Background: an optimization exercise with open tools, aiming at a short achievable clock period and few clock cycles. Do not read the settings as production practice. Only simulation tests tie the RTL to the original design; equivalence was not proved. Power is estimated from default activity; no workload was simulated.

--- flow/config.mk ---
export PLATFORM = sky130hd
export DESIGN_NAME = processor_gen2
export DESIGN_NICKNAME = processor_gen2
export VERILOG_FILES = /design/flow/design.v
export SDC_FILE = /design/flow/constraint.sdc
export NUM_CORES = 4
export LEC_CHECK = 0
export CAP_MARGIN = 20
export CORE_MARGIN = 2
export CORE_UTILIZATION = 35
export PLACE_DENSITY = 0.5
export SETUP_SLACK_MARGIN = 5
export SLEW_MARGIN = 20
export TNS_END_PERCENT = 100
--- flow/constraint.sdc ---
create_clock -name core_clock -period 10.0 [get_ports {clk}]
set_input_delay 2.0000 -clock core_clock [delete_from_list [all_inputs] [get_ports {clk}]]
set_output_delay 2.0000 -clock core_clock [all_outputs]
set_load 0.01 [all_outputs]
--- flow/design.v ---
module processor_gen2 #(
  parameter int DATA_W     = 16,
  parameter int NUM_REGS   = 4,
  parameter int MEM_DEPTH  = 256,
  parameter int APB_ADDR_W = 9,
  parameter int PROG_START = 'h020,
  parameter int INT_VEC    = 'h010,
  localparam int ADDR_W    = $clog2(MEM_DEPTH)
) (
  input  logic              clk,
  input  logic              reset,
  input  logic              init_done,
  input  logic              init_we,
  input  logic [ADDR_W-1:0] init_addr,
  input  logic [DATA_W-1:0] init_data,
  input  logic              irq,
  output logic              irq_ack,
  output logic              halted,
  output logic              illegal,
  output logic                  bus_wr_en,
  output logic [APB_ADDR_W-1:0] bus_wr_addr,
  output logic [DATA_W-1:0]     bus_wr_data,
  input  logic                  bus_wr_done,
  output logic                  bus_rd_en,
  output logic [APB_ADDR_W-1:0] bus_rd_addr,
  input  logic [DATA_W-1:0]     bus_rd_data,
  input  logic                  bus_rd_done
);
  function automatic logic [3:0] oh4(input logic [3:0] idx);
    oh4 = (idx[3:2] == 2'b00) ? (4'b0001 << idx[1:0]) : 4'b0000;
  endfunction
  logic [255:0][15:0] mem;
  logic        run;        
  logic        f_act;      
  logic        in_isr;
  logic        z;
  logic [15:0] regs [4];
  logic [7:0]  pcb;        
  logic [15:0] ohL;        
  logic [15:0] bsel [16];  
  logic [7:0]  saved;      
  logic        x1_add, x1_sub, x1_mov, x1_mvi, x1_ld;
  logic [3:0]  x1_wd;
  logic        x2_add, x2_sub, x2_mov, x2_mvi, x2_ld;
  logic [3:0]  x2_wd;
  logic        x2_bl;           
  logic [15:0] a1_q, b1_q, a2_q, b2_q;
  logic [15:0] x_imm1, x_imm2;
  logic        x_ld, x_st, x_bus1;
  logic [8:0]  x_baddr;
  logic [15:0] wr_data_q;
  logic        x_halt;
  logic [7:0]  x_ret;
  logic        x_jp;
  logic [7:0]  x_t;
  logic        ack_q, ill_q;
  logic [15:0] w [6];
  always_comb begin
    logic [15:0] bo [16];
    for (int b = 0; b < 16; b++) begin
      bo[b] = '0;
      for (int r = 0; r < 16; r++)
        bo[b] = bo[b] | (mem[16*r+b] & {16{bsel[b][r]}});
    end
    for (int j = 0; j < 6; j++) begin
      w[j] = '0;
      for (int b = 0; b < 16; b++)
        w[j] = w[j] | (bo[b] & {16{ohL[(b - j + 16) % 16]}});
    end
  end
  logic [3:0] op [6];
  logic [3:0] rdf [6];
  logic [3:0] rsf [6];
  logic       N [6], L2 [6], BUS [6], J [6], Z [6], H [6], ZW [6];
  logic       WR [6];          
  logic       RDA [6];         
  logic       RSB [6];         
  always_comb
    for (int j = 0; j < 6; j++) begin
      op[j]  = w[j][15:12];
      rdf[j] = w[j][11:8];
      rsf[j] = w[j][7:4];
      N[j]   = (op[j] <= 4'h5);
      L2[j]  = (op[j] == 4'h3) || (op[j] == 4'h4) || (op[j] == 4'h5);
      BUS[j] = (op[j] == 4'h4) || (op[j] == 4'h5);
      J[j]   = (op[j] == 4'h6);
      Z[j]   = (op[j] == 4'h7);
      H[j]   = (op[j] == 4'h8) || (op[j] >= 4'hA) || (op[j] == 4'h9 && !in_isr);
      ZW[j]  = (op[j] == 4'h0) || (op[j] == 4'h1);
      WR[j]  = (op[j] <= 4'h4);
      RDA[j] = (op[j] == 4'h0) || (op[j] == 4'h1);
      RSB[j] = (op[j] == 4'h0) || (op[j] == 4'h1) || (op[j] == 4'h2) || (op[j] == 4'h5);
    end
  logic R0;
  assign R0 = (op[0] == 4'h9) && in_isr;
  logic       d1v;           
  logic       d1hard;        
  assign d1v    = WR[0] && (rdf[0][3:2] == 2'b00);
  assign d1hard = (op[0] == 4'h0) || (op[0] == 4'h1);
  function automatic logic pairable(input int q);
    logic dep_a, dep_b;
    dep_a = RDA[q] && d1v && (rdf[q] == rdf[0]);
    dep_b = RSB[q] && d1v && (rsf[q] == rdf[0]);
    pairable = N[q] && !(BUS[0] && BUS[q]) &&
               !((d1hard || (op[0] == 4'h4 && ZW[q])) && (dep_a || dep_b));
  endfunction
  logic pr1, pr2, hp1, hp2;
  assign pr1 = pairable(1);
  assign pr2 = pairable(2);
  assign hp1 = H[1] && !BUS[0];
  assign hp2 = H[2] && !BUS[0];
  logic pair, hpair;
  assign pair  = N[0] && (L2[0] ? pr2 : pr1);
  assign hpair = N[0] && (L2[0] ? hp2 : hp1);
  logic zn;
  function automatic logic [20:0] tail(input logic [4:0] kk);
    logic [5:0] ut, us;
    logic       pr;
    logic [7:0] pt;
    logic       tz;
    ut = '0;
    us = '0;
    pr = 1'b0;
    pt = '0;
    for (int k = 0; k < 5; k++) begin
      tz = kk[k] && Z[k];          
      ut[k]   = ut[k] | (kk[k] && J[k]);
      us[k]   = us[k] | (kk[k] && !J[k] && !Z[k]);
      ut[k+1] = ut[k+1] | (tz && J[k+1]);
      us[k+1] = us[k+1] | (tz && !J[k+1]);
      pr      = pr | tz;
      pt      = pt | (w[k][7:0] & {8{kk[k]}});
    end
    tail = {pt, pr, us, ut};
  endfunction
  logic [4:0] kk_np, kk_p;
  assign kk_np[0] = !N[0];
  assign kk_np[1] = N[0] && !L2[0];
  assign kk_np[2] = N[0] && L2[0];
  assign kk_np[3] = 1'b0;
  assign kk_np[4] = 1'b0;
  assign kk_p[0]  = 1'b0;
  assign kk_p[1]  = 1'b0;
  assign kk_p[2]  = N[0] && !L2[0] && !L2[1];
  assign kk_p[3]  = N[0] && ((!L2[0] && L2[1]) || (L2[0] && !L2[2]));
  assign kk_p[4]  = N[0] && L2[0] && L2[2];
  logic [20:0] tl_np, tl_p, tl;
  assign tl_np = tail(kk_np);
  assign tl_p  = tail(kk_p);
  assign tl    = pair ? tl_p : tl_np;
  logic [5:0] use_t;
  logic [5:0] use_s;           
  logic       pred;            
  logic [7:0] pred_t;
  assign use_t  = tl[5:0];
  assign use_s  = tl[11:6];
  assign pred   = tl[12];
  assign pred_t = tl[20:13];
  logic [15:0] A1, B1, A2, B2, r1, r2;
  logic        z1, z2;
  assign A1 = a1_q;
  assign B1 = b1_q;
  assign A2 = a2_q;
  assign B2 = x2_bl ? bus_rd_data : b2_q;
  assign r1 = x1_ld  ? bus_rd_data :
              x1_mvi ? x_imm1 :
              x1_mov ? B1 :
              x1_sub ? (A1 - B1) : (A1 + B1);
  assign r2 = x2_ld  ? bus_rd_data :
              x2_mvi ? x_imm2 :
              x2_mov ? B2 :
              x2_sub ? (a2_q - b2_q) : (a2_q + b2_q);
  assign z1 = x1_sub ? (A1 == B1) : ((A1 ^ B1) == {(A1[14:0] | B1[14:0]), 1'b0});
  assign z2 = x2_sub ? (a2_q == b2_q) : ((a2_q ^ b2_q) == {(a2_q[14:0] | b2_q[14:0]), 1'b0});
  assign zn = (x2_add || x2_sub) ? z2 : (x1_add || x1_sub) ? z1 : z;
  logic stall, kill2, take_bus, take_halt, take, abort, mis, adv;
  assign stall     = (x_ld && !bus_rd_done) || (x_st && !bus_wr_done);
  assign take_bus  = irq && !in_isr && ((x_ld && bus_rd_done) || (x_st && bus_wr_done));
  assign take_halt = irq && !in_isr && x_halt;
  assign take      = run && (take_bus || take_halt);
  assign kill2     = x_bus1 && irq && !in_isr;
  assign abort     = run && !init_done;
  assign mis       = x_jp && zn;
  assign adv = f_act && (run ? (!stall && !take && !mis && init_done) : (init_done && !init_we));
  logic [15:0] rnext [4];
  logic        znext;
  always_comb begin
    for (int i = 0; i < 4; i++)
      rnext[i] = (x2_wd[i] && !kill2) ? r2 :
                 x1_wd[i] ? r1 : regs[i];
    znext = ((x2_add || x2_sub) && !kill2) ? z2 :
            (x1_add || x1_sub) ? z1 : z;
  end
  function automatic logic [15:0] rsel(input logic [3:0] idx);
    logic [15:0] v;
    v = '0;
    for (int i = 0; i < 4; i++)
      v = v | (rnext[i] & {16{idx == 4'(i)}});
    rsel = v;
  endfunction
  logic [15:0] wq, wq1;        
  assign wq  = L2[0] ? w[2] : w[1];
  assign wq1 = L2[0] ? w[3] : w[2];
  logic [3:0] opq, rdq, rsq;
  assign opq = wq[15:12];
  assign rdq = wq[11:8];
  assign rsq = wq[7:4];
  logic [15:0] n_a1, n_b1, n_a2, n_b2, st_val;
  logic        n_x2_bl;
  logic [15:0] a2_w [3];
  logic [15:0] b2_w [3];
  logic        bl_w [3];
  always_comb begin
    n_a1 = rsel(rdf[0]);
    n_b1 = rsel(rsf[0]);
    for (int q = 1; q < 3; q++) begin
      a2_w[q] = rsel(rdf[q]);
      if (d1v && (rdf[q] == rdf[0]))
        a2_w[q] = (op[0] == 4'h2) ? n_b1 : (op[0] == 4'h3) ? w[1] : 16'h0;
      b2_w[q] = rsel(rsf[q]);
      bl_w[q] = 1'b0;
      if (d1v && (rsf[q] == rdf[0])) begin
        b2_w[q] = (op[0] == 4'h2) ? n_b1 : (op[0] == 4'h3) ? w[1] : 16'h0;
        bl_w[q] = (op[0] == 4'h4);
      end
    end
    a2_w[0] = '0;
    b2_w[0] = '0;
    bl_w[0] = 1'b0;
    n_a2    = L2[0] ? a2_w[2] : a2_w[1];
    n_b2    = L2[0] ? b2_w[2] : b2_w[1];
    n_x2_bl = L2[0] ? bl_w[2] : bl_w[1];
    st_val = (op[0] == 4'h5) ? n_b1 : n_b2;
  end
  localparam logic [7:0] START = 8'(PROG_START);
  localparam logic [7:0] VEC   = 8'(INT_VEC);
  function automatic logic [55:0] pcst(input logic [7:0] v);
    logic [55:0] r;
    r = '0;
    r[7:0]         = v;
    r[8 + v[3:0]]  = 1'b1;
    r[24 + v[7:4]] = 1'b1;
    for (int b = 0; b < 16; b++) r[40 + b] = (4'(b) >= v[3:0]);
    pcst = r;
  endfunction
  localparam logic [55:0] PC_START = pcst(START);
  function automatic logic [55:0] pcadd(input logic [55:0] p, input int k);
    logic [55:0] r;
    logic [15:0] ohl, ohrw, th, thr;
    logic        wrap;
    ohl  = p[23:8];
    ohrw = p[39:24];
    th   = p[55:40];
    wrap = 1'b0;
    for (int i = 0; i < 16; i++)
      if (i >= 16 - k) wrap = wrap | ohl[i];
    for (int i = 0; i < 16; i++) begin
      r[8 + i]  = ohl[(i - k + 16) % 16];
      thr[i]    = th[(i - k + 16) % 16];
      r[40 + i] = (i >= k) ? (wrap | thr[i]) : (wrap & thr[i]);
    end
    r[39:24] = wrap ? {ohrw[14:0], ohrw[15]} : ohrw;
    r[7:0]   = p[7:0] + 8'(k);
    pcadd = r;
  endfunction
  logic [55:0] pc_cur, pc_nx;
  logic [15:0] ohr;
  logic [55:0] cand_t [6];
  logic [55:0] cand_s [6];
  always_comb
    for (int j = 0; j < 6; j++) begin
      cand_t[j] = pcst(w[j][7:0]);
      cand_s[j] = pcadd(pc_cur, j);
    end
  function automatic logic [55:0] after(input logic [20:0] t);
    logic [55:0] r;
    r = '0;
    for (int j = 0; j < 6; j++) r = r | (cand_t[j] & {56{t[j]}});
    for (int k = 1; k < 6; k++) r = r | (cand_s[k] & {56{t[6 + k]}});
    after = r;
  endfunction
  logic [55:0] nx_np, nx_p, nx_grp;
  assign nx_np  = after(tl_np);
  assign nx_p   = after(tl_p);
  assign nx_grp = pair ? nx_p : nx_np;
  logic        s_start, s_vec, s_mis, s_saved, s_hold, s_grp;
  logic [55:0] nx_oth;
  always_comb begin
    s_start = abort;
    s_vec   = !abort && take;
    s_mis   = !abort && !(run && stall) && !take && mis;
    s_saved = adv && R0;
    s_grp   = adv && !R0;
    s_hold  = !(s_start || s_vec || s_mis || adv);
    nx_oth  = (pcst(START) & {56{s_start}}) |
              (pcst(VEC)   & {56{s_vec}})   |
              (pcst(x_t)   & {56{s_mis}})   |
              (pcst(saved) & {56{s_saved}}) |
              (pc_cur      & {56{s_hold}});
    pc_nx   = s_grp ? nx_grp : nx_oth;
    ohr     = pc_nx[39:24];
  end
  always_ff @(posedge clk or posedge reset) begin
    if (reset) pc_cur <= PC_START;
    else       pc_cur <= pc_nx;
  end
  always_ff @(posedge clk or posedge reset) begin
    if (reset) begin
      for (int b = 0; b < 16; b++)
        bsel[b] <= (4'(b) >= START[3:0]) ? (16'b1 << START[7:4]) : (16'b1 << 4'(START[7:4] + 4'd1));
    end else begin
      for (int b = 0; b < 16; b++)
        bsel[b] <= pc_nx[40 + b] ? ohr : {ohr[14:0], ohr[15]};
    end
  end
  assign pcb = pc_cur[7:0];
  assign ohL = pc_cur[23:8];
  logic mem_we;
  assign mem_we = init_we && !run;
  always_ff @(posedge clk)
    for (int i = 0; i < 256; i++)
      if (mem_we && init_addr == 8'(i)) mem[i] <= init_data;
  always_ff @(posedge clk or posedge reset) begin
    if (reset) begin
      run       <= 1'b0;
      f_act     <= 1'b1;
      in_isr    <= 1'b0;
      z         <= 1'b0;
      for (int i = 0; i < 4; i++) regs[i] <= '0;
      saved     <= '0;
      x1_add    <= 1'b0;
      x1_sub    <= 1'b0;
      x1_mov    <= 1'b0;
      x1_mvi    <= 1'b0;
      x1_ld     <= 1'b0;
      x1_wd     <= '0;
      x2_add    <= 1'b0;
      x2_sub    <= 1'b0;
      x2_mov    <= 1'b0;
      x2_mvi    <= 1'b0;
      x2_ld     <= 1'b0;
      x2_wd     <= '0;
      x2_bl     <= 1'b0;
      a1_q      <= '0;
      b1_q      <= '0;
      a2_q      <= '0;
      b2_q      <= '0;
      x_imm1    <= '0;
      x_imm2    <= '0;
      x_ld      <= 1'b0;
      x_st      <= 1'b0;
      x_bus1    <= 1'b0;
      x_baddr   <= '0;
      wr_data_q <= '0;
      x_halt    <= 1'b0;
      x_ret     <= '0;
      x_jp      <= 1'b0;
      x_t       <= '0;
      ack_q     <= 1'b0;
      ill_q     <= 1'b0;
    end else if (abort) begin
      if (!stall) begin
        for (int i = 0; i < 4; i++) regs[i] <= rnext[i];
        z <= znext;
      end
      run    <= 1'b0;
      f_act  <= 1'b1;
      in_isr <= 1'b0;
      x1_wd  <= '0;
      x1_add <= 1'b0;
      x1_sub <= 1'b0;
      x2_wd  <= '0;
      x2_add <= 1'b0;
      x2_sub <= 1'b0;
      x_ld   <= 1'b0;
      x_st   <= 1'b0;
      x_bus1 <= 1'b0;
      x_halt <= 1'b0;
      x_jp   <= 1'b0;
      ack_q  <= 1'b0;
      ill_q  <= 1'b0;
    end else if (!(run && stall)) begin
      if (init_done) run <= 1'b1;
      ack_q <= 1'b0;
      if (run) begin
        for (int i = 0; i < 4; i++) regs[i] <= rnext[i];
        z <= znext;
      end
      if (take || mis || !adv) begin
        x1_wd  <= '0;
        x1_add <= 1'b0;
        x1_sub <= 1'b0;
        x2_wd  <= '0;
        x2_add <= 1'b0;
        x2_sub <= 1'b0;
        x_ld   <= 1'b0;
        x_st   <= 1'b0;
        x_bus1 <= 1'b0;
        x_jp   <= 1'b0;
      end
      if (take) begin
        f_act  <= 1'b1;
        in_isr <= 1'b1;
        ack_q  <= 1'b1;
        ill_q  <= 1'b0;
        x_halt <= 1'b0;
        saved  <= x_ret;
      end else if (mis) begin
      end else if (adv) begin
        if (R0) in_isr <= 1'b0;
        x1_add <= (op[0] == 4'h0);
        x1_sub <= (op[0] == 4'h1);
        x1_mov <= (op[0] == 4'h2);
        x1_mvi <= (op[0] == 4'h3);
        x1_ld  <= (op[0] == 4'h4);
        x1_wd  <= (N[0] && WR[0]) ? oh4(rdf[0]) : 4'b0000;
        a1_q   <= n_a1;
        b1_q   <= n_b1;
        x_imm1 <= w[1];
        x2_add <= pair && (opq == 4'h0);
        x2_sub <= pair && (opq == 4'h1);
        x2_mov <= (opq == 4'h2);
        x2_mvi <= (opq == 4'h3);
        x2_ld  <= (opq == 4'h4);
        x2_wd  <= (pair && opq <= 4'h4) ? oh4(rdq) : 4'b0000;
        a2_q   <= n_a2;
        b2_q   <= n_b2;
        x2_bl  <= n_x2_bl;
        x_imm2 <= wq1;
        x_ld      <= (op[0] == 4'h4) || (pair && opq == 4'h4);
        x_st      <= (op[0] == 4'h5) || (pair && opq == 4'h5);
        x_bus1    <= BUS[0];
        x_baddr   <= BUS[0] ? w[1][8:0] : wq1[8:0];
        wr_data_q <= st_val;
        if (H[0]) begin
          x_halt <= 1'b1;
          f_act  <= 1'b0;
          ill_q  <= (op[0] != 4'h8);
          x_ret  <= pcb;
        end else if (hpair) begin
          x_halt <= 1'b1;
          f_act  <= 1'b0;
          ill_q  <= (opq != 4'h8);
          x_ret  <= L2[0] ? cand_s[2][7:0] : cand_s[1][7:0];
        end else
          x_ret  <= BUS[0] ? cand_s[2][7:0] : (L2[0] ? cand_s[4][7:0] : cand_s[3][7:0]);
        x_jp <= pred;
        x_t  <= pred_t;
      end
    end
  end
  assign bus_rd_en   = x_ld;
  assign bus_rd_addr = x_baddr;
  assign bus_wr_en   = x_st;
  assign bus_wr_addr = x_baddr;
  assign bus_wr_data = wr_data_q;
  assign halted      = x_halt;
  assign irq_ack     = ack_q;
  assign illegal     = ill_q;
endmodule
--- flow/run.sh ---
#!/bin/bash
# synth_recipe.tcl (not shown) runs the flow's synth.tcl, then flattens the netlist and writes it again
# the make line also repeats each setting of config.mk as NAME=value (left out here)
make -C /OpenROAD-flow-scripts/flow DESIGN_CONFIG=/design/flow/config.mk WORK_HOME=/design/flow/orfs CLKGATE_MAP_FILE= SYNTH_SCRIPT=/design/flow/synth_recipe.tcl finish
==> results of run 1 <==
==> kinds of logic (layout without fill, tap and decap cells) <==
group                      count (synthesis)  count (layout)  synth area share (%)
AOI/OAI and AO/OA                       4405            4406                  17.7
xor gates and xnor gates                  77              77                 0.345
adders and majority gates                105             105                 0.688
buffers and inverters                   1337            3003                  2.71
DFF                                     4647            4647                  70.1
muxes                                    447             447                  2.49
other                                      0              36                     0
and+or+nand+nor                         2372            2376                  5.95
==> state kept, by name, summed over array words and instances, names as in the netlist, 4 cells and up <==
signal and flops:
b2_q 16, a1_q 16, x_t 8, b1_q 16, a2_q 16, x2_wd 4, x1_wd 4, regs 64
x_imm2 16, wr_data_q 16, pc_cur 56, x_imm1 16, bsel 256, mem 4096, saved 8, x_ret 8
x_baddr 9
==> repair_timing <==
action / 4_1_cts / 5_1_grt
cloned: 60 / 17
resized for setup: 1249 / 422
buffers inserted: 805 / 133
endpoints found under the setup margin: 549 / 495
pin swaps: 368 / 108
==> cell usage in the layout (no fill, tap or decap), types with 96 or more instances in the layout <==
| cell | count |
|---|---|
| clkbuf_1 | 112 |
| clkinv_2 | 98 |
| inv_1 | 182 |
| nor2_1 | 506 |
| a22o_1 | 1069 |
| a22oi_1 | 672 |
| nand4_1 | 432 |
| o21ai_0 | 368 |
| clkinv_1 | 111 |
| a221oi_1 | 946 |
| a21oi_1 | 241 |
| dfrtp_1 | 413 |
| mux2_2 | 168 |
| a221oi_2 | 143 |
| buf_12 | 171 |
| buf_4 | 1351 |
| o22ai_1 | 116 |
| nor3_1 | 108 |
| buf_6 | 162 |
| ha_1 | 96 |
| mux2_4 | 132 |
| clkbuf_16 | 501 |
| mux2i_1 | 137 |
| edfxtp_1 | 4096 |
| nor2_2 | 143 |
| nand2_1 | 558 |
==> synth_stat cells, drive strengths merged (25+ instances only) <==
library cell	instances
nand4	433
mux2i	144
nor2b	48
or3	29
a222oi	25
clkbuf	890
ha	101
a21oi	276
a31oi	70
xnor2	44
nor2	702
xor2	33
dfstp	36
nor3	147
o21ai	430
a22oi	692
and3	31
nand2	600
or2	33
nand3	105
o211ai	58
o22ai	131
o221ai	43
a211oi	83
dfrtp	515
inv	196
mux2	302
edfxtp	4096
o2111ai	32
and2	49
nand2b	33
nor4	66
and4	25
o31ai	44
a22o	1070
a221oi	1102
a21o	35
a2111oi	32
buf	248
==> metal layers <==
metal  share of wire [%]  track usage [%]  wire length, um  vias to the layer above
li1                    -                -                -                    57800
met5               0.028           0.0337              254                        -
met3                  11             8.30            99800                     2261
met4                 7.7             18.9            70000                       36
met1                  39             41.0           354000                    76000
met2                  42             45.1           385000                     9381
==> layout make-up <==
cell class,instances,area [um2]
antenna,36,90.1
clock buffer,621,12900
clock inverter,283,2660
fill,50400,315000
inverter,199,790
multi-input combinational,7411,58900
sequential,4647,137000
tap,7452,9320
timing repair buffer,1900,19400
==> worst paths after layout <==
check | start | to | depth (start not counted)
max | bsel[8][6]$_DFF_PP0_ | bsel[3][10]$_DFF_PP0_ | 21
min | f_act$_DFFE_PP1P_ | f_act$_DFFE_PP1P_ | 2
max reg2reg | bsel[8][6]$_DFF_PP0_ | bsel[3][10]$_DFF_PP0_ | 21
min reg2reg | f_act$_DFFE_PP1P_ | f_act$_DFFE_PP1P_ | 2
max in group asynchronous | reset | bsel[9][12]$_DFF_PP0_ | 4
min in group asynchronous | reset | b2_q[3]$_DFFE_PP0P_ | 2
==> critical path, stage by stage, from the launching register on <==
cell and delay, ns:
dfrtp_1 0.39, buf_12 0.17, a22oi_1 0.17, nand2_1 0.11
or4_4 0.70, buf_6 0.19, a22oi_2 0.16, nand4_1 0.13
or4_4 0.56, or4_4 0.60, buf_6 0.14, a32oi_4 0.19
buf_6 0.14, buf_12 0.12, buf_12 0.11, o22ai_4 0.06
a311oi_2 0.22, o211ai_1 0.18, o31ai_4 0.27, a31oi_4 0.10
clkbuf_16 0.30, mux2_2 0.36
==> through the flow <==
step	utilization [%]	setup slack (ns)	instance area (um2)	power, mW
floorplan	-	0.532	195000	33.1
global placement	37.4	1.86	208000	43.0
detailed placement	37.5	1.89	208000	42.9
CTS	42.7	4.45	238000	65.3
global route	43.4	4.33	241000	68.2
finish	43.4	4.33	241000	67.1
==> report_power, final <==
group	internal [mW]	leakage, nW	total [mW]	switching (mW)
sequential	22.0	43.8	24.1	2.15
clock	10.0	7.60	17.9	7.92
combinational	9.23	29.5	25.0	15.8
==> impl_results.md, run 1 <==
- # setup viols final: 0
- Mapped Nets: 13500
- Async SR Flop Fraction: 11.9%
- Yosys top cell by area: edfxtp_1
- WS Path Type: register to register
- Port bufs: 85
- P per Cell Area: 278 nW/um2
- Initial antenna violation count: 65
- Die Height: 751 um
- Fmax: 0.176 GHz
- Dpl hpwl: 561000 um
- Final period demand of the worst path: 5.67 ns
- Layout net count: 14800
- Max FO, Critical Path: 17
- Grt total ovfl: 0
- DRT iter0 DRCs: 22400
- Clock Tree Root: clkbuf_16
- Maxcap violations: 0
- FP Rows: 274
- Syn Inst Count: 13400
- Yosys cell types: 115
- Die ar.: 564000 um2
- Slew margin rel.: 14.5%
- Total routed wirelength: 909000 um
- Routability cong.: 1.05
- Clock Skew: 0.144 ns
- TritonCTS clock tree: built
- Avg Inst Size Synth: 14.6 um2
- Core area: 556000 um2
- Final Hold Viols: 0
- Top cell type's share of synthesized area: 63.0%
- Data required, critical path: 10.96 ns
- Synth Flop Type: edfxtp_1
- CP arrival: 6.62 ns
- Die width: 751 um
- Residual DRC: 0
- Area growth syn-to-layout: 23.6%
- Worst Tran Pin Value: 1.27 ns
- IO Pins: 86
- Depth of the CTS H-tree: 5
- Clock transition at the registers of the reported paths: 0.07 ns
- Unrepaired setup endpoints after global routing: yes
- GRT Util Overall: 30.9%
- Cts bufs inserted: 482
- Number of flops mapped to enable cells by yosys: 4096
- Status: no timing/DRC/antenna violations
- Crit start category: register
- Share of cells above drive strength 1: 25.6%
- Seq cells post-synth: 4647
- Placed cell count: 20600
- Cts hold-fix bufs: 0
- Post-Route Setup TNS: 0 ns
- Vias in the first global route: 136000
- Worst min path class: register to register
- Fin crit share: 56.7%
- Vias/cell: 6.45
- CTS max path bufs: 4
- WL per Instance: 40.3 um
- Crit path capture type: register
- Cell Area, Synth: 195000 um2
- Initial Utilization: 35.1%
- Synth Warn #: 24
- ANT nets after route: 0
- Fin cells: 22500
- Worst skew pair latency: 1.18 ns
- Reg2Reg Setup Slack: 4.33 ns
- Vias: 145000
- VDD IR max: 0.000205 V
- CTS Sinks: 4647
- First-pass GRT wire length: 1210000 um
- Initial DRT Pass Iterations: 8
- Hold WS: 0.468 ns
- Seq/Total Area, Yosys: 70.1%
- Largest cells by area after synthesis: edfxtp_1 63%, dfrtp_1 6.6%, a221oi_1 4.9%, a22o_1 4.8%, a22oi_1 2.7%
- Final Max Tran Viols: 0
- Leakage: 80.8 nW
- Largest net degree at the start of global routing: 162
Testbench counts, summed over its fixed seeds: cycles 7,076.
==> inputs of run 2 (changes only) <==
--- a/flow/config.mk
+++ b/flow/config.mk
@@ -9,4 +9,4 @@
 export CORE_MARGIN = 2
-export CORE_UTILIZATION = 35
-export PLACE_DENSITY = 0.5
+export CORE_UTILIZATION = 40
+export PLACE_DENSITY = 0.6
 export SETUP_SLACK_MARGIN = 5
==> impl_results.md, run 2 <==
- Status: no timing/DRC/antenna violations (unchanged)
- Initial antenna violation count: 55 (was 65)
- Reg2reg path depth: 23 (was 21)
- Crit. Startpoint: bsel[6][15]$_DFF_PP0_ (was bsel[8][6]$_DFF_PP0_)
- Synth Flop Type: edfxtp_1 (unchanged)
- Power Total: 68.0 mW (was 67.1 mW)
- Post-Route Setup TNS: 0 ns (unchanged)
- Die width: 703 um (was 751 um)
- Dpl hpwl: 546000 um (was 561000 um)
- Worst skew pair latency: 1.13 ns (was 1.18 ns)
- CTS Sinks: 4647 (unchanged)
- CP endpoint: bsel[15][11]$_DFF_PP0_ (was bsel[3][10]$_DFF_PP0_)
- Seq/Total Area, Yosys: 70.1% (unchanged)
- Syn Inst Count: 13400 (unchanged)
- Seq cells post-synth: 4647 (unchanged)
- Largest cells by area after synthesis: edfxtp_1 63%, dfrtp_1 6.6%, a221oi_1 4.9%, a22o_1 4.8%, a22oi_1 2.7% (unchanged)
- DRT iter0 DRCs: 24200 (was 22400)
- Commonest non-fill, non-tap cell in the layout: edfxtp_1 (unchanged)
- First-pass GRT wire length: 1200000 um (was 1210000 um)
- Top cell type's share of synthesized area: 63.0% (unchanged)
- Data required, critical path: 10.89 ns (was 10.96 ns)
- Main combinational cell family by area after synthesis: compound AO/OA/AOI/OAI gates (unchanged)
- Adder-cell share of the synthesized area: 0.688% (unchanged)
- Clock transition at the registers of the reported paths: 0.06 ns (was 0.07 ns)
- Slew margin rel.: 6.37% (was 14.5%)
- Vias in the first global route: 139000 (was 136000)
- Final Max Tran Viols: 0 (unchanged)
- Yosys cell types: 115 (unchanged)
- FP Rows: 256 (was 274)
- Mux contribution to synthesized area: 2.49% (unchanged)
- Unrepaired setup endpoints after global routing: yes (unchanged)
- Port bufs: 85 (unchanged)
- Most frequent cell after synthesis: edfxtp_1 (unchanged)
- Max FFs per register: 4096 (unchanged)
- Clock Tree Root: clkbuf_16 (unchanged)
- Initial DRT Pass Iterations: 15 (was 8)
- Async SR Flop Fraction: 11.9% (unchanged)
- Cts bufs inserted: 465 (was 482)
- Largest register by flop count: mem (unchanged)
- FF-to-FF Start: bsel[6][15]$_DFF_PP0_ (was bsel[8][6]$_DFF_PP0_)
- Most frequent cells in the layout: 4096 x edfxtp_1, 1536 x buf_4, 1067 x a22o_1, 927 x a221oi_1, 671 x a22oi_1 (was 4096 x edfxtp_1, 1351 x buf_4, 1069 x a22o_1, 946 x a221oi_1, 672 x a22oi_1)
- Largest net degree at the start of global routing: 144 (was 162)
- ANT nets after route: 0 (unchanged)
- Crit start category: register (unchanged)
- R2r endpoint: bsel[15][11]$_DFF_PP0_ (was bsel[3][10]$_DFF_PP0_)
- Cts hold-fix bufs: 0 (unchanged)
- Number of flops mapped to enable cells by yosys: 4096 (unchanged)
- Clock Skew: 0.155 ns (was 0.144 ns)
- Worst min path class: register to register (unchanged)
- GRT Util Overall: 35.0% (was 30.9%)
- Grt total ovfl: 0 (unchanged)
- Total routed wirelength: 892000 um (was 909000 um)
- Layout net count: 15000 (was 14800)
- Synth Warn #: 24 (unchanged)
- CTS max path bufs: 4 (unchanged)
- Routability cong.: 1.04 (was 1.05)
- Residual DRC: 0 (unchanged)
- Fmax: 0.180 GHz (was 0.176 GHz)
- WL per Instance: 41.0 um (was 40.3 um)
- IO Pins: 86 (unchanged)
- Reg area: 137000 um2 (about the same)
- Final period demand of the worst path: 5.57 ns (was 5.67 ns)
- Crit path capture type: register (unchanged)
- Fin crit share: 55.7% (was 56.7%)
- Area of the multi-input gates: 59900 um2 (was 58900 um2)
- TritonCTS clock tree: built (unchanged)
- # fillers: 40800 (was 50400)
- VDD IR max: 0.000179 V (was 0.000205 V)
- Initial Utilization: 40.2% (was 35.1%)
- Share of cells above drive strength 1: 27.6% (was 25.6%)
- Die Height: 703 um (was 751 um)
- Synth Area in XOR/XNOR: 0.345% (unchanged)
- Maxcap violations: 0 (unchanged)
- Leakage: 82.6 nW (was 80.8 nW)
- Post-synth top cells: 4096 x edfxtp_1, 1102 x a221oi_1, 1070 x a22o_1, 890 x clkbuf_1, 698 x nor2_1 (unchanged)
- Core area: 486000 um2 (was 556000 um2)
- Yosys top cell by area: edfxtp_1 (unchanged)
- Max FO, Critical Path: 16 (was 17)
- P per Cell Area: 279 nW/um2 (was 278 nW/um2)
- Final Hold Viols: 0 (unchanged)
- Avg Inst Size Synth: 14.6 um2 (unchanged)
- Cell Area, Synth: 195000 um2 (unchanged)
- Post-synthesis compound-gate area fraction: 17.7% (unchanged)
- Worst Tran Pin Value: 1.40 ns (was 1.27 ns)
- Vias/cell: 6.82 (was 6.45)
- Area growth syn-to-layout: 24.8% (was 23.6%)
- Synth Area in Simple Gates: 5.95% (unchanged)
- Die ar.: 494000 um2 (was 564000 um2)
- Regs by FF count: mem (4096), bsel (256), regs (64) (unchanged)
- Reg2Reg Setup Slack: 4.43 ns (was 4.33 ns)
- Mapped Nets: 13500 (unchanged)
- WS Path Type: register to register (unchanged)
- Vias: 148000 (was 145000)
- # setup viols final: 0 (unchanged)
- Depth of the CTS H-tree: 5 (unchanged)
- CP arrival: 6.46 ns (was 6.62 ns)
==> run 2: timing repair <==
| action | 4_1_cts | 5_1_grt |
|---|---|---|
| endpoints found under the setup margin | 715 | 901 |
| endpoints found under the hold margin | 0 | 0 |
| cloned | 76 | 9 |
| pin swaps | 391 | 142 |
| resized for setup | 1571 | 411 |
| buffers inserted | 1057 | 201 |
==> run 2: layout make-up <==
cell class                      count  share of cell area (%)
Inverter                          199                   0.326
Sequential cell                  4647                    56.3
Tap cell                         6450                    3.31
Timing Repair Buffer             2141                    8.90
Multi-Input combinational cell   7414                    24.6
Timing Repair inverter              1                 0.00668
Antenna cell                       34                  0.0349
Clock inverter                    258                    1.30
Clock buffer                      614                    5.21
==> run 2: critical path: stages (launching register included) <==
cell and delay, ns:
dfrtp_1 0.48, buf_6 0.23, a22o_1 0.23, a221oi_2 0.23, and4_4 0.42, buf_4 0.18, o21ai_0 0.08, or4_4 0.62
buf_6 0.17, buf_6 0.11, nor4b_4 0.12, buf_4 0.14, o31a_1 0.30, o21ai_4 0.14, buf_6 0.13, buf_6 0.09
nor4_4 0.04, a22o_1 0.29, a2111oi_4 0.40, a31oi_4 0.15, buf_12 0.18, buf_12 0.16, buf_16 0.17, mux2_2 0.27
==> run 2: logic make-up (layout without fill, tap and decap cells) <==
kind of cell | count (synthesis) | in the layout
fa+ha+maj | 105 | 105
other cells | 0 | 34
xor+xnor | 77 | 77
compound gates | 4405 | 4408
buf+inv | 1337 | 3213
flops | 4647 | 4647
mux | 447 | 447
simple gates | 2372 | 2377
==> run 2: where the power goes <==
group	internal (mW)	switching [mW]	leakage, nW	total [mW]
Clock	10.6	7.72	7.75	18.3
Combinational	9.72	15.5	31.1	25.2
Sequential	22.0	2.54	43.7	24.5
Total	42.3	25.7	82.6	68.0
==> run 2: metal layers <==
| layer | GRT usage, % | part of all wire [%] | up-vias | wire length [um] |
|---|---|---|---|---|
| met1 | 44.6 | 36 | 75900 | 322000 |
| met3 | 11.6 | 13 | 2899 | 117000 |
| met4 | 25.2 | 9.3 | 30 | 82600 |
| met2 | 49.9 | 41 | 11400 | 370000 |
| li1 | - | - | 58300 | - |
| met5 | 0 | 0.025 | - | 222 |
==> run 2: metrics by stage <==
step	hold WS [ns]	cells	instance area (um2)	util (%)	setup WS (ns)
finish	0.466	21800	244000	50.1	4.43
global route	0.487	21700	244000	50.1	4.39
CTS	0.464	21500	240000	49.3	4.58
detailed placement	0.456	19500	206000	42.5	1.66
global placement	0.452	19500	206000	42.4	1.58
floorplan	0.439	13400	195000	-	0.532
==> run 2: how the worst min path moves through the flow <==
stage                    startpoint                    to  slack, ns  cells after the start
5_1_grt           f_act$_DFFE_PP1P_     f_act$_DFFE_PP1P_       0.49                      2
4_1_cts           f_act$_DFFE_PP1P_     f_act$_DFFE_PP1P_       0.46                      2
2_1_floorplan  x_ret[1]$_DFFE_PP0P_  x_ret[1]$_DFFE_PP0P_       0.44                      2
3_3_place_gp      f_act$_DFFE_PP1P_     f_act$_DFFE_PP1P_       0.45                      2
3_5_place_dp      f_act$_DFFE_PP1P_     f_act$_DFFE_PP1P_       0.46                      2
6_report          f_act$_DFFE_PP1P_     f_act$_DFFE_PP1P_       0.47                      2
==> inputs of run 3 (changes only) <==
--- a/flow/config.mk
+++ b/flow/config.mk
@@ -9,4 +9,4 @@
 export CORE_MARGIN = 2
-export CORE_UTILIZATION = 40
-export PLACE_DENSITY = 0.6
+export CORE_UTILIZATION = 45
+export PLACE_DENSITY = 0.65
 export SETUP_SLACK_MARGIN = 5
==> impl_results.md, run 3 <==
- Depth of the CTS H-tree: 5 (unchanged)
- Synth Warn #: 24 (unchanged)
- Cell Area, Synth: 195000 um2 (unchanged)
- Dpl hpwl: 534000 um (was 546000 um)
- Vias in the first global route: 139000 (about the same)
- # setup viols final: 0 (unchanged)
- VDD IR max: 0.000191 V (was 0.000179 V)
- IO Pins: 86 (unchanged)
- Data required, critical path: 10.85 ns (was 10.89 ns)
- First-pass GRT wire length: 1180000 um (was 1200000 um)
- P_sw: 25.7 mW (about the same)
- Layout net count: 14900 (was 15000)
- Clock power frac: 25.5% (was 26.9%)
- Crit start category: input port (was register)
- Die width: 663 um (was 703 um)
- Initial Utilization: 45.2% (was 40.2%)
- Port bufs: 85 (unchanged)
- Yosys top cell by area: edfxtp_1 (unchanged)
- Total routed wirelength: 884000 um (was 892000 um)
- Fin crit share: 56.8% (was 55.7%)
- Top cell type's share of synthesized area: 63.0% (unchanged)
- Worst Tran Pin Value: 1.29 ns (was 1.40 ns)
- Largest cells by area after synthesis: edfxtp_1 63%, dfrtp_1 6.6%, a221oi_1 4.9%, a22o_1 4.8%, a22oi_1 2.7% (unchanged)
- ANT nets after route: 0 (unchanged)
- R2r endpoint: bsel[14][15]$_DFF_PP0_ (was bsel[15][11]$_DFF_PP0_)
- Unrepaired setup endpoints after global routing: yes (unchanged)
- CTS max path bufs: 4 (unchanged)
- Area growth syn-to-layout: 23.0% (was 24.8%)
- Status: no timing/DRC/antenna violations (unchanged)
- Largest net degree at the start of global routing: 161 (was 144)
- Maxcap violations: 0 (unchanged)
- P_int: 41.0 mW (was 42.3 mW)
- Grt total ovfl: 0 (unchanged)
- Worst min path class: register to register (unchanged)
- Final Max Tran Viols: 0 (unchanged)
- Initial DRT Pass Iterations: 14 (was 15)
- WS Path Type: input port to register (was register to register)
- Fin util: 55.6% (was 50.1%)
- Final period demand of the worst path: 5.68 ns (was 5.57 ns)
- TritonCTS clock tree: built (unchanged)
- Hold WS: 0.465 ns (was 0.466 ns)
- WL per Instance: 42.3 um (was 41.0 um)
- Seq/Total Area, Yosys: 70.1% (unchanged)
- Reg2Reg Setup Slack: 4.40 ns (was 4.43 ns)
- Vias: 150000 (was 148000)
- Die Height: 663 um (was 703 um)
- Max FO, Critical Path: 7 (was 16)
- FP Rows: 241 (was 256)
- Reg area: 137000 um2 (about the same)
- Seq cells post-synth: 4647 (unchanged)
- Most frequent cells in the layout: 4096 x edfxtp_1, 1446 x buf_4, 1066 x a22o_1, 931 x a221oi_1, 662 x a22oi_1 (was 4096 x edfxtp_1, 1536 x buf_4, 1067 x a22o_1, 927 x a221oi_1, 671 x a22oi_1)
- Synth Flop Type: edfxtp_1 (unchanged)
- Most frequent cell after synthesis: edfxtp_1 (unchanged)
- Core area: 432000 um2 (was 486000 um2)
- Cts bufs inserted: 457 (was 465)
- Number of flops mapped to enable cells by yosys: 4096 (unchanged)
- CTS Sinks: 4647 (unchanged)
- Residual DRC: 0 (unchanged)
- GRT Util Overall: 38.7% (was 35.0%)
- Fmax: 0.176 GHz (was 0.180 GHz)
- Worst skew pair latency: 1.12 ns (was 1.13 ns)
- Vias/cell: 7.17 (was 6.82)
- Regs by FF count: mem (4096), bsel (256), regs (64) (unchanged)
- CP arrival: 6.53 ns (was 6.46 ns)
- Post-Route Setup TNS: 0 ns (unchanged)
- Mapped Nets: 13500 (unchanged)
- Largest register by flop count: mem (unchanged)
- Clock Tree Root: clkbuf_16 (unchanged)
- Syn Inst Count: 13400 (unchanged)
- Clock transition at the registers of the reported paths: 0.06 ns (about the same)
- Sw Ratio: 38.5% (was 37.8%)
- Slew margin rel.: 13.2% (was 6.37%)
- Die ar.: 439000 um2 (was 494000 um2)
- Reg2reg path depth: 24 (was 23)
- Clock Skew: 0.130 ns (was 0.155 ns)
- CP endpoint: a2_q[2]$_DFFE_PP0P_ (was bsel[15][11]$_DFF_PP0_)
- DRT iter0 DRCs: 26200 (was 24200)
- Routability cong.: 1.07 (was 1.04)
- Max FFs per register: 4096 (unchanged)
- Async SR Flop Fraction: 11.9% (unchanged)
- FF-to-FF Start: bsel[3][0]$_DFF_PP0_ (was bsel[6][15]$_DFF_PP0_)
- Crit path capture type: register (unchanged)
- Yosys cell types: 115 (unchanged)
- Share of cells above drive strength 1: 26.6% (was 27.6%)
- P per Cell Area: 278 nW/um2 (was 279 nW/um2)
- Commonest non-fill, non-tap cell in the layout: edfxtp_1 (unchanged)
- Part of the power in registers: 36.8% (was 36.1%)
- Crit. Startpoint: bus_rd_data[2] (was bsel[6][15]$_DFF_PP0_)
- Logic pwr share: 37.7% (was 37.0%)
- # fillers: 33900 (was 40800)
- Final Hold Viols: 0 (unchanged)
- Initial antenna violation count: 75 (was 55)
- Area of the multi-input gates: 59700 um2 (was 59900 um2)
- Leakage: 81.1 nW (was 82.6 nW)
- Avg Inst Size Synth: 14.6 um2 (unchanged)
- Cts hold-fix bufs: 0 (unchanged)
- Post-synth top cells: 4096 x edfxtp_1, 1102 x a221oi_1, 1070 x a22o_1, 890 x clkbuf_1, 698 x nor2_1 (unchanged)
-- run 3: worst max-delay path, stage by stage --
cell	delay, ns
clkdlybuf4s50_1	0.73
nand2_1	0.18
o211ai_1	0.10
o211ai_1	0.14
a21oi_1	0.11
a21oi_2	0.46
nor2_1	0.08
a21oi_1	0.55
o22ai_1	0.17
nor2_2	0.39
a2bb2oi_2	0.25
mux2i_1	0.11
o211ai_1	0.92
o21ai_0	0.31
-- run 3: cell families after synthesis --
group                      synth area share, %
AOI/OAI and AO/OA                         17.7
xor gates and xnor gates                 0.345
adders and majority gates                0.688
buffers and inverters                     2.71
DFF                                       70.1
muxes                                     2.49
and+or+nand+nor                           5.95
-- run 3: layout make-up --
type	count	share of cell area (%)
sequential	4647	57.2
multi-input combinational	7412	24.9
timing repair buffer	2003	8.46
clock buffer	599	5.17
tap	5710	2.98
clock inverter	254	0.930
inverter	199	0.330
antenna	65	0.0678
-- run 3: power by group through the flow --
| stage | clock, mW | combinational (mW) | sequential [mW] |
|---|---|---|---|
| floorplan | 0 | 10.5 | 22.5 |
| global placement | 0 | 17.0 | 25.1 |
| detailed placement | 0 | 17.0 | 25.1 |
| CTS | 17.0 | 22.6 | 24.4 |
| global route | 17.8 | 25.1 | 24.5 |
| finish | 17.0 | 25.1 | 24.5 |
-- run 3: what timing repair did --
action                                  4_1_cts  5_1_grt
gates cloned                                 62       12
gates resized for setup                    1479      468
endpoints found under the setup margin     1934      505
buffers inserted                           1005      143
pin swaps                                   399      144
-- run 3: metrics by stage --
step	instances	worst slack, ns	power [mW]	area [um2]
3_3_place_gp	18700	2.06	42.1	205000
4_1_cts	20700	4.66	64.0	236000
6_report	20900	4.32	66.7	240000
2_1_floorplan	13400	0.532	33.1	195000
5_1_grt	20800	4.39	67.4	240000
3_5_place_dp	18700	2.08	42.1	205000
-- run 3: how the worst min path moves through the flow --
stage | start | to | slack (ns) | cells past startpoint
6_report | f_act$_DFFE_PP1P_ | f_act$_DFFE_PP1P_ | 0.47 | 2
4_1_cts | f_act$_DFFE_PP1P_ | f_act$_DFFE_PP1P_ | 0.46 | 2
2_1_floorplan | x_ret[1]$_DFFE_PP0P_ | x_ret[1]$_DFFE_PP0P_ | 0.44 | 2
3_5_place_dp | f_act$_DFFE_PP1P_ | f_act$_DFFE_PP1P_ | 0.45 | 2
5_1_grt | f_act$_DFFE_PP1P_ | f_act$_DFFE_PP1P_ | 0.49 | 2
3_3_place_gp | f_act$_DFFE_PP1P_ | f_act$_DFFE_PP1P_ | 0.45 | 2
-- run 3: layer usage --
metal | global-route usage [%] | vias up | part of all wire (%)
met4 | 28.9 | 36 | 9.4
met2 | 54.0 | 12600 | 41
met5 | 0.673 | - | 0.077
li1 | - | 57900 | -
met3 | 14.8 | 3234 | 15
met1 | 48.6 | 76000 | 35

==> what the ideal ports hide <==
The flow's constraints put no driver on any port. The routed layouts listed below were extracted and timed again, unchanged, in two steps.
Step 1 (the two cells are an assumption about what drives the block):
set clk [get_ports {clk}]
set_driving_cell -lib_cell sky130_fd_sc_hd__clkbuf_16 $clk
set_driving_cell -lib_cell sky130_fd_sc_hd__buf_2 [delete_from_list [all_inputs] $clk]
Step 2 adds t to the input delays and takes it off the output delays; t is the mean of the earliest and latest rising clock arrival at the registers after step 1. Input paths then give back, and output paths get back, about the clock's delay inside the block.
Slacks: ideal ports / drivers / drivers and shift; pairs: ideal ports / drivers.
| run | t (ns) | setup slack, ns | hold slack, ns | worst setup path after step 2 | slew at the worst register clock pin (ns) |
|---|---|---|---|---|---|
| run 1 | 1.245 | 4.333 / 4.333 / 3.357 | 0.468 / 0.468 / 0.468 | input to register | 0.08 / 0.08 |
| run 2 | 1.179 | 4.431 / 4.431 / 3.468 | 0.466 / 0.466 / 0.466 | input to register | 0.07 / 0.07 |
| run 3 | 1.175 | 4.321 / 4.402 / 3.232 | 0.465 / 0.465 / 0.465 | input to register | 0.08 / 0.08 |
After both steps setup and hold are still met in every run listed. For run 3, which loses most, drivers alone change the setup slack by +0.081 ns; drivers and shift together by -1.089 ns.
